This is an optimization exercise on Yosys and OpenROAD, whose aim is small area and a short achievable clock period, not a production implementation. Only simulation tests tie the RTL to the original design; equivalence was not proved. The flow treats the clock pin as an ideal source, which a real chip does not have. Power and IR drop assume default switching activity.

## run A
// wallace_mult_24x24
module wallace_mult_24x24 (
  input  logic        clk,
  input  logic        rst,
  input  logic        in_valid,
  input  logic [23:0] a,
  input  logic [23:0] b,
  output logic        out_valid,
  output logic [39:0] x,
  output logic [39:0] y,
  output logic [7:0]  z
);
  logic [23:0] a1_q;
  logic [11:0] one1_q, two1_q, neg1_q;
  logic        b23_1_q;
  logic        v1, v2, v3, v4;
  logic [24:0] bx;
  logic [11:0] one_d, two_d, neg_d;
  logic [8:0]  lo_sum;
  assign bx = {b, 1'b0};
  always_comb begin
    for (int i = 0; i < 12; i++) begin
      one_d[i] = bx[2*i+1] ^ bx[2*i];
      two_d[i] = (bx[2*i+2] & ~bx[2*i+1] & ~bx[2*i]) | (~bx[2*i+2] & bx[2*i+1] & bx[2*i]);
      neg_d[i] = bx[2*i+2];
    end
  end
  always_ff @(posedge clk) begin
    a1_q    <= a;
    one1_q  <= one_d;
    two1_q  <= two_d;
    neg1_q  <= neg_d;
    b23_1_q <= b[23];
  end
  always_ff @(posedge clk) begin
    if (rst) begin
      v1 <= 1'b0; v2 <= 1'b0; v3 <= 1'b0; v4 <= 1'b0;
    end else begin
      v1 <= in_valid; v2 <= v1; v3 <= v2; v4 <= v3;
    end
  end
  assign out_valid = v4;
  logic pp1;
  logic pp2;
  logic pp3;
  logic pp4;
  logic pp5;
  logic pp6;
  logic pp7;
  logic pp8;
  logic pp9;
  logic pp10;
  logic pp11;
  logic pp12;
  logic pp13;
  logic pp14;
  logic pp15;
  logic pp16;
  logic pp17;
  logic pp18;
  logic pp19;
  logic pp20;
  logic pp21;
  logic pp22;
  logic pp23;
  logic pp24;
  logic pp25;
  logic nneg26;
  logic pp27;
  logic pp28;
  logic pp29;
  logic pp30;
  logic pp31;
  logic pp32;
  logic pp33;
  logic pp34;
  logic pp35;
  logic pp36;
  logic pp37;
  logic pp38;
  logic pp39;
  logic pp40;
  logic pp41;
  logic pp42;
  logic pp43;
  logic pp44;
  logic pp45;
  ...
Size in the first run: about 1700 cells after synthesis, about 420 flip-flops, ~140 I/O pins, ~22000 sq um of cells after synthesis.
==> flow/config.mk <==
export PLATFORM = sky130hd
export DESIGN_NAME = wallace_mult_24x24
export DESIGN_NICKNAME = wallace_mult_24x24
export VERILOG_FILES = /design/flow/design.v
export SDC_FILE = /design/flow/constraint.sdc
export NUM_CORES = 4
export LEC_CHECK = 0
export CAP_MARGIN = 20
export CORE_MARGIN = 2
export CORE_UTILIZATION = 60
export CTS_CLUSTER_DIAMETER = 150
export CTS_CLUSTER_SIZE = 50
export HOLD_SLACK_MARGIN = 0.05
export SETUP_SLACK_MARGIN = 2.2
export SLEW_MARGIN = 20
export SYNTH_HIERARCHICAL = 1
export SYNTH_MINIMUM_KEEP_SIZE = 0
==> flow/constraint.sdc <==
create_clock -name core_clock -period 4.0 [get_ports {clk}]
set_input_delay 0.8000 -clock core_clock [delete_from_list [all_inputs] [get_ports {clk}]]
set_output_delay 0.8000 -clock core_clock [all_outputs]
set_load 0.01 [all_outputs]
standard.sh (not shown) runs the stock make flow with config.mk's settings and CLKGATE_MAP_FILE= SYNTH_SCRIPT=/design/flow/synth_recipe.tcl, a recipe that flattens the netlist after the stock synthesis.
==> flow/flow/run.sh <==
#!/bin/bash
set -euo pipefail
K="BUFFER_PORTS_ARGS=-buffer_cell sky130_fd_sc_hd__buf_1"
EM="SETUP_SLACK_MARGIN=$(cat flow/early_margin.txt)"
bash standard.sh "$K" "$EM" cts > make_cts.log 2>&1
export SKEW_DB=$PWD/orfs/results/$FLOW_PLATFORM/wallace_mult_24x24/base/4_cts.odb
export SKEW_LIB=$FLOW_HOME/platforms/$FLOW_PLATFORM/lib/sky130_fd_sc_hd__tt_025C_1v80.lib
export SKEW_RC=$FLOW_HOME/platforms/$FLOW_PLATFORM/setRC.tcl
export SKEW_SDC=$PWD/orfs/results/$FLOW_PLATFORM/wallace_mult_24x24/base/4_cts.sdc
export SKEW_FLATTEN=$(cat flow/flatten.txt)
read SKEW_D2 SKEW_D3 < flow/skew.txt
export SKEW_D2 SKEW_D3
openroad -no_init -exit flow/skew.tcl > skew.log 2>&1
bash standard.sh "$K" finish > make_finish.log 2>&1
==> flow/flow/skew.txt <==
0.4 0.55
Other scripts of this flow, unchanged in this note and not shown: flow/flow/early_margin.txt, flow/flow/flatten.txt, flow/flow/skew.tcl
Input changes introduced in run B (baseline for comparison: run A):
Settings: CTS_CLUSTER_SIZE changed from 50 to 30; ABC_AREA newly set to 1; CTS_CLUSTER_DIAMETER changed from 150 to 100.
Notes after the runs:
Between run A and run B, count of clock-buffer cells in the layout increased. Floorplan check, run B vs run A: die outline larger in run B. Total wire length: lower on run A. Of run B and run A, the run reporting the higher area fraction in compound gates after synthesis was run A.
> inputs changed (run B -> run C)
Settings: ABC_AREA: 1 -> unset.
==> flow/flow/skew.txt <==
0.43 0.6
Results
Total number of vias ended up 1934 lower on run C than on run B.
Going from run B to run C, total power density per cell area shows an increase of 35 nW/um^2; number of global-route vias before repair shrank by about 10%; final critical-path setup slack lost 84 ps.
For utilization after layout, run B and run C come out practically identical.

Starting RTL as in the previous note.
clock: 4.0 ns
lec_check: 0
cap_margin: 20
core_margin: 2
core_utilization: 60
cts_cluster_diameter: 100
cts_cluster_size: 30
setup_slack_margin: 2.0
slew_margin: 20
synth_hierarchical: 1
synth_minimum_keep_size: 0
==> flow/flow/run.sh <==
#!/bin/bash
set -euo pipefail
K="BUFFER_PORTS_ARGS=-buffer_cell sky130_fd_sc_hd__buf_1"
bash standard.sh "$K" cts > make_cts.log 2>&1
export SKEW_DB=$PWD/orfs/results/$FLOW_PLATFORM/wallace_mult_24x24/base/4_cts.odb
export SKEW_LIB=$FLOW_HOME/platforms/$FLOW_PLATFORM/lib/sky130_fd_sc_hd__tt_025C_1v80.lib
export SKEW_RC=$FLOW_HOME/platforms/$FLOW_PLATFORM/setRC.tcl
export SKEW_SDC=$PWD/orfs/results/$FLOW_PLATFORM/wallace_mult_24x24/base/4_cts.sdc
read SKEW_D2 SKEW_D3 < flow/skew.txt
export SKEW_D2 SKEW_D3
openroad -no_init -exit flow/skew.tcl > skew.log 2>&1
bash standard.sh "$K" finish > make_finish.log 2>&1
==> flow/flow/skew.tcl <==
read_db $::env(SKEW_DB)
read_liberty $::env(SKEW_LIB)
read_sdc $::env(SKEW_SDC)
source $::env(SKEW_RC)
set_propagated_clock [all_clocks]
set db [ord::get_db]
set block [ord::get_db_block]
set sizes {sky130_fd_sc_hd__clkbuf_1 sky130_fd_sc_hd__clkbuf_2 sky130_fd_sc_hd__clkbuf_4 sky130_fd_sc_hd__clkbuf_8 sky130_fd_sc_hd__clkbuf_16}
set pre_master sky130_fd_sc_hd__clkbuf_1
set k 0

proc new_buf {master_name x y in_net} {
  global db block k
  set inst [odb::dbInst_create $block [$db findMaster $master_name] "skew_buf_$k"]
  set out [odb::dbNet_create $block "skew_net_$k"]
  $out setSigType CLOCK
  incr k
  [$inst findITerm A] connect $in_net
  [$inst findITerm X] connect $out
  $inst setLocation $x $y
  $inst setPlacementStatus PLACED
  return [list $inst $out]
}

# odb instance name -> STA clock pin of every register
set clkpin [dict create]
foreach p [get_pins -hierarchical */CLK] {
  dict set clkpin [[[sta::sta_to_db_pin $p] getInst] getName] $p
}
proc ckpin {inst} { return [dict get $::clkpin [$inst getName]] }

proc mean_arrival {insts} {
  set s 0.0; set n 0
  foreach inst $insts {
    set a [get_property [ckpin $inst] arrival_max_rise]
    set s [expr {$s + $a}]; incr n
  }
  return [expr {$s / $n}]
}

# leaf nets of the tree
set leaves {}
foreach net [$block getNets] {
  if {[$net getSigType] ne "CLOCK"} continue
  foreach it [$net getITerms] {
    if {[$it isOutputSignal] && [string match clkbuf_leaf_* [[$it getInst] getName]]} { lappend leaves $net }
  }
}

set groups {}
foreach net $leaves {
  foreach rank {r2 r3} {
    set sinks {}; set sx 0; set sy 0
    foreach it [$net getITerms] {
      set inst [$it getInst]
      if {[$it isOutputSignal]} continue
      if {[string match ${rank}_* [$inst getName]] && [[$it getMTerm] getName] eq "CLK"} {
        lappend sinks $it
        set loc [$inst getLocation]
        set sx [expr {$sx + [lindex $loc 0]}]; set sy [expr {$sy + [lindex $loc 1]}]
      }
    }
    set n [llength $sinks]
    if {$n == 0} continue
    set x [expr {int($sx / $n)}]; set y [expr {int($sy / $n)}]
    # smallest last buffer that keeps the clock-pin slew well inside the limit
    set si [expr {$n <= 3 ? 1 : ($n <= 8 ? 2 : ($n <= 16 ? 3 : 4))}]
    lassign [new_buf [lindex $sizes $si] $x $y $net] last out
    set insts {}
    foreach it $sinks { set inst [$it getInst]; lappend insts $inst; $it disconnect; $it connect $out }
    lappend groups [dict create rank $rank leaf $net insts $insts last $last si $si simin $si pre {} x $x y $y]
  }
}

set ref {}
foreach inst [$block getInsts] {
  set nm [$inst getName]
  if {[dict exists $clkpin $nm] && ![string match r2_* $nm] && ![string match r3_* $nm] && ![string match a2_* $nm] && ![string match *2_q* $nm]} { lappend ref $inst }
}
puts "reference registers (ranks 1 and 4): [llength $ref]"
for {set round 0} {$round < 10} {incr round} {
  estimate_parasitics -placement
  set base [mean_arrival $ref]
  set changed 0
  set ng {}
  foreach g $groups {
    set tgt [expr {$base + ([dict get $g rank] eq "r2" ? $::env(SKEW_D2) : $::env(SKEW_D3))}]
    set a [mean_arrival [dict get $g insts]]
    set gw 0
    foreach inst [dict get $g insts] {
      set sl [get_property [ckpin $inst] slew_max]
      if {$sl > $gw} { set gw $sl }
    }
    if {$gw > 0.105 && [dict get $g si] < 4} {
      # clock-pin slew first: a stronger last buffer, and never smaller again
      set si [expr {[dict get $g si] + 1}]
      [dict get $g last] swapMaster [$db findMaster [lindex $sizes $si]]
      dict set g si $si
      dict set g simin $si
      lappend ng $g
      set changed 1
      continue
    }
    set si [dict get $g si]
    set last [dict get $g last]
    if {$a < $tgt - 0.04} {
      if {$si > [dict get $g simin]} {
        incr si -1
        $last swapMaster [$db findMaster [lindex $sizes $si]]
      } elseif {[llength [dict get $g pre]] < 3} {
        # one more small buffer in front of the last one
        set in_it [$last findITerm A]
        set in_net [$in_it getNet]
        $in_it disconnect
        lassign [new_buf $::pre_master [dict get $g x] [dict get $g y] $in_net] p pout
        $in_it connect $pout
        dict lappend g pre $p
      }
      set changed 1
    } elseif {$a > $tgt + 0.04 && $si < 4} {
      incr si
      $last swapMaster [$db findMaster [lindex $sizes $si]]
      set changed 1
    }
    dict set g si $si
    lappend ng $g
  }
  set groups $ng
  if {!$changed} break
}
estimate_parasitics -placement
set base [mean_arrival $ref]
foreach g $groups {
  puts [format "group %s %-22s sinks %2d last %s pre %d  skew %.3f" [dict get $g rank] [[dict get $g leaf] getName] [llength [dict get $g insts]] [lindex $sizes [dict get $g si]] [llength [dict get $g pre]] [expr {[mean_arrival [dict get $g insts]] - $base}]]
}
puts "ranks 1 and 4 mean clock arrival $base"
set worst 0
foreach g $groups {
  set gw 0
  foreach inst [dict get $g insts] {
    set sl [get_property [ckpin $inst] slew_max]
    if {$sl > $worst} { set worst $sl }
    if {$sl > $gw} { set gw $sl }
  }
  puts "slew [dict get $g rank] [llength [dict get $g insts]] [lindex $sizes [dict get $g si]] $gw"
}
puts "worst skewed clock-pin slew $worst"
detailed_placement
check_placement -verbose
write_db $::env(SKEW_DB)
==> flow/flow/skew.txt <==
0.25 0.35
The first run finished with timing, DRC and antenna clean.
Change:
--- a/flow/flow/skew.tcl
+++ b/flow/flow/skew.tcl
@@ -81 +81 @@
-for {set round 0} {$round < 10} {incr round} {
+for {set round 0} {$round < 14} {incr round} {
@@ -107 +107 @@
-      if {$si > [dict get $g simin]} {
+      if {$si > [dict get $g simin] && ($tgt - $a < 0.1 || [llength [dict get $g pre]] >= 6)} {
@@ -110 +110 @@
-      } elseif {[llength [dict get $g pre]] < 3} {
+      } elseif {[llength [dict get $g pre]] < 6} {
==> flow/flow/skew.txt (replaced) <==
0.35 0.55
- SETUP_SLACK_MARGIN: 2.0 -> 2.12
Now the flow completed, yet does not pass: hold timing.
Worst setup slack improves by 98 ps.
Synthesized area does not change.
Count of clock-buffer cells in the layout is higher by 1.
Total power rises by 3.9%.
Global-route usage is higher by 4.8 points.
Change:
==> flow/flow/skew.txt (replaced) <==
0.25 0.35
- SETUP_SLACK_MARGIN: 2.12 -> 2.15
Effect: This time the run went through all stages and came out clean. Sequential share of layout area goes down by 0.27 points. Cell area goes up by 0.78%. Worst setup slack gets worse by 150 ps. Via count goes down by 0.33%. Flip-flop and latch count stays the same. Global-route usage goes down by 0.22 points. Critical path depth stays the same.
Change:
--- a/flow/flow/run.sh
+++ b/flow/flow/run.sh
@@ -4 +4,2 @@
-bash standard.sh "$K" cts > make_cts.log 2>&1
+EM="SETUP_SLACK_MARGIN=$(cat flow/early_margin.txt)"
+bash standard.sh "$K" "$EM" cts > make_cts.log 2>&1
@@ -8,0 +10 @@
+export SKEW_FLATTEN=$(cat flow/flatten.txt)
==> flow/flow/early_margin.txt (new file) <==
1.8
==> flow/flow/flatten.txt (new file) <==
0
--- a/flow/flow/skew.tcl
+++ b/flow/flow/skew.tcl
@@ -9 +9 @@
-set pre_master sky130_fd_sc_hd__clkbuf_1
+set pre_master [expr {[info exists ::env(SKEW_PRE)] ? $::env(SKEW_PRE) : "sky130_fd_sc_hd__clkbuf_1"}]
@@ -38,0 +39,26 @@
+}
+
+# Optionally drop the middle level of the tree: leaf buffers hang directly off the root net.
+if {[info exists ::env(SKEW_FLATTEN)] && $::env(SKEW_FLATTEN)} {
+  set root_inst [$block findInst clkbuf_0_clk]
+  set root_net [[$root_inst findITerm X] getNet]
+  foreach it [$root_net getITerms] {
+    set inst [$it getInst]
+    if {[$it isOutputSignal] || ![string match clkbuf_1_* [$inst getName]]} continue
+    set mid_net [[$inst findITerm X] getNet]
+    set ok 1
+    foreach s [$mid_net getITerms] {
+      if {![$s isOutputSignal] && ![string match clkbuf_leaf_* [[$s getInst] getName]]} { set ok 0 }
+    }
+    if {!$ok} continue
+    foreach s [$mid_net getITerms] {
+      if {[$s isOutputSignal]} continue
+      $s disconnect
+      $s connect $root_net
+    }
+    $it disconnect
+    [$inst findITerm X] disconnect
+    odb::dbInst_destroy $inst
+    odb::dbNet_destroy $mid_net
+    puts "removed middle clock buffer level under [$root_net getName]"
+  }
==> flow/flow/skew.txt (replaced) <==
0.42 0.6
- HOLD_SLACK_MARGIN: default -> 0.05
- SETUP_SLACK_MARGIN: 2.15 -> 2.3
Result:
- The changed run completed without violations
- worst hold slack degrades by 16 ps
- synthesized cell count is unchanged
- setup slack improves by 78 ps
- final area came out lower by 9.2%
- synthesized area does not change
- non-clock buffer count came out lower by 8
Change:
==> flow/flow/flatten.txt (replaced) <==
1
--- a/flow/flow/skew.tcl
+++ b/flow/flow/skew.tcl
@@ -9 +9 @@
-set pre_master [expr {[info exists ::env(SKEW_PRE)] ? $::env(SKEW_PRE) : "sky130_fd_sc_hd__clkbuf_1"}]
+set pre_master sky130_fd_sc_hd__clkbuf_1
@@ -39,26 +38,0 @@
-}
-
-# Optionally drop the middle level of the tree: leaf buffers hang directly off the root net.
-if {[info exists ::env(SKEW_FLATTEN)] && $::env(SKEW_FLATTEN)} {
-  set root_inst [$block findInst clkbuf_0_clk]
-  set root_net [[$root_inst findITerm X] getNet]
-  foreach it [$root_net getITerms] {
-    set inst [$it getInst]
-    if {[$it isOutputSignal] || ![string match clkbuf_1_* [$inst getName]]} continue
-    set mid_net [[$inst findITerm X] getNet]
-    set ok 1
-    foreach s [$mid_net getITerms] {
-      if {![$s isOutputSignal] && ![string match clkbuf_leaf_* [[$s getInst] getName]]} { set ok 0 }
-    }
-    if {!$ok} continue
-    foreach s [$mid_net getITerms] {
-      if {[$s isOutputSignal]} continue
-      $s disconnect
-      $s connect $root_net
-    }
-    $it disconnect
-    [$inst findITerm X] disconnect
-    odb::dbInst_destroy $inst
-    odb::dbNet_destroy $mid_net
-    puts "removed middle clock buffer level under [$root_net getName]"
-  }
==> flow/flow/skew.txt (replaced) <==
0.4 0.55
- CTS_CLUSTER_DIAMETER: 100 -> 150
- CTS_CLUSTER_SIZE: 30 -> 50
- SETUP_SLACK_MARGIN: 2.3 -> 2.2
Sequential power falls by about 0.6%.
Sequential share of layout area rises by 1.7 points.
Cell area falls by 4.9%.
Register-to-register slack gains 40 ps.
Change:
- CORE_UTILIZATION: 60 -> 70
- CTS_CLUSTER_DIAMETER: 150 -> 100
- CTS_CLUSTER_SIZE: 50 -> 30
Cell area went up by 1.6%.
Via count is higher by 4.8%.
Clock power goes up by 27%.

-- static timing again, ports no longer ideal --
No port has a modelled driver above. Below, the same layouts with a new extraction and two added sets of constraints. Step 1 sets driving cells, clkbuf_16 on the clock port and buf_2 on the other inputs (assumed; they add their load-dependent delay and slew). Step 2, shift: input delay + t, output delay - t, t = (earliest + latest rising clock arrival at the registers) / 2. This alone moves slack from input paths to output paths. a / b / c = ideal ports / drivers / drivers and shift; a / b = the first two.
| run | t, ns | slack for setup (ns) | hold WS [ns] | latest minus earliest clock arrival (ns) | worst slew at a driven data input, ns | cell pins on the clock port's net |
|---|---|---|---|---|---|---|
| run A | 0.827 | 2.080 / 2.080 / 2.080 | 0.135 / 0.135 / 0.135 | 0.600 / 0.599 | 0.07 | 1 |
| run B | 0.887 | 2.203 / 2.161 / 2.156 | 0.118 / 0.118 / 0.118 | 0.675 / 0.676 | 0.06 | 1 |
| run C | 0.890 | 2.119 / 2.119 / 2.119 | 0.089 / 0.089 / 0.089 | 0.708 / 0.707 | 0.06 | 1 |
| the first run of note 2 | 0.773 | 2.072 / 2.072 / 2.072 | 0.157 / 0.157 / 0.157 | 0.472 / 0.472 | 0.06 | 1 |
| the second run of note 2 | 0.911 | 2.170 / 2.127 / 2.170 | -0.005 / -0.005 / -0.005 | 0.724 / 0.724 | 0.06 | 1 |
| the third run of note 2 | 0.784 | 2.023 / 2.023 / 2.023 | 0.113 / 0.113 / 0.113 | 0.477 / 0.477 | 0.06 | 1 |
| the fourth run of note 2 | 0.947 | 2.101 / 2.101 / 2.101 | 0.096 / 0.096 / 0.096 | 0.813 / 0.812 | 0.06 | 1 |
| the fifth run of note 2 | 0.848 | 2.142 / 2.142 / 2.142 | 0.119 / 0.119 / 0.119 | 0.659 / 0.658 | 0.07 | 1 |
| the sixth run of note 2 | 0.891 | 2.191 / 2.165 / 2.191 | 0.099 / 0.099 / 0.099 | 0.697 / 0.697 | 0.06 | 1 |
In every run listed the clock reaches the registers at very different times; t lies between them, and the last value is a rough guide only. The setup slack of run B, which loses most, moves by -0.042 ns with the drivers and by -0.047 ns with both steps.
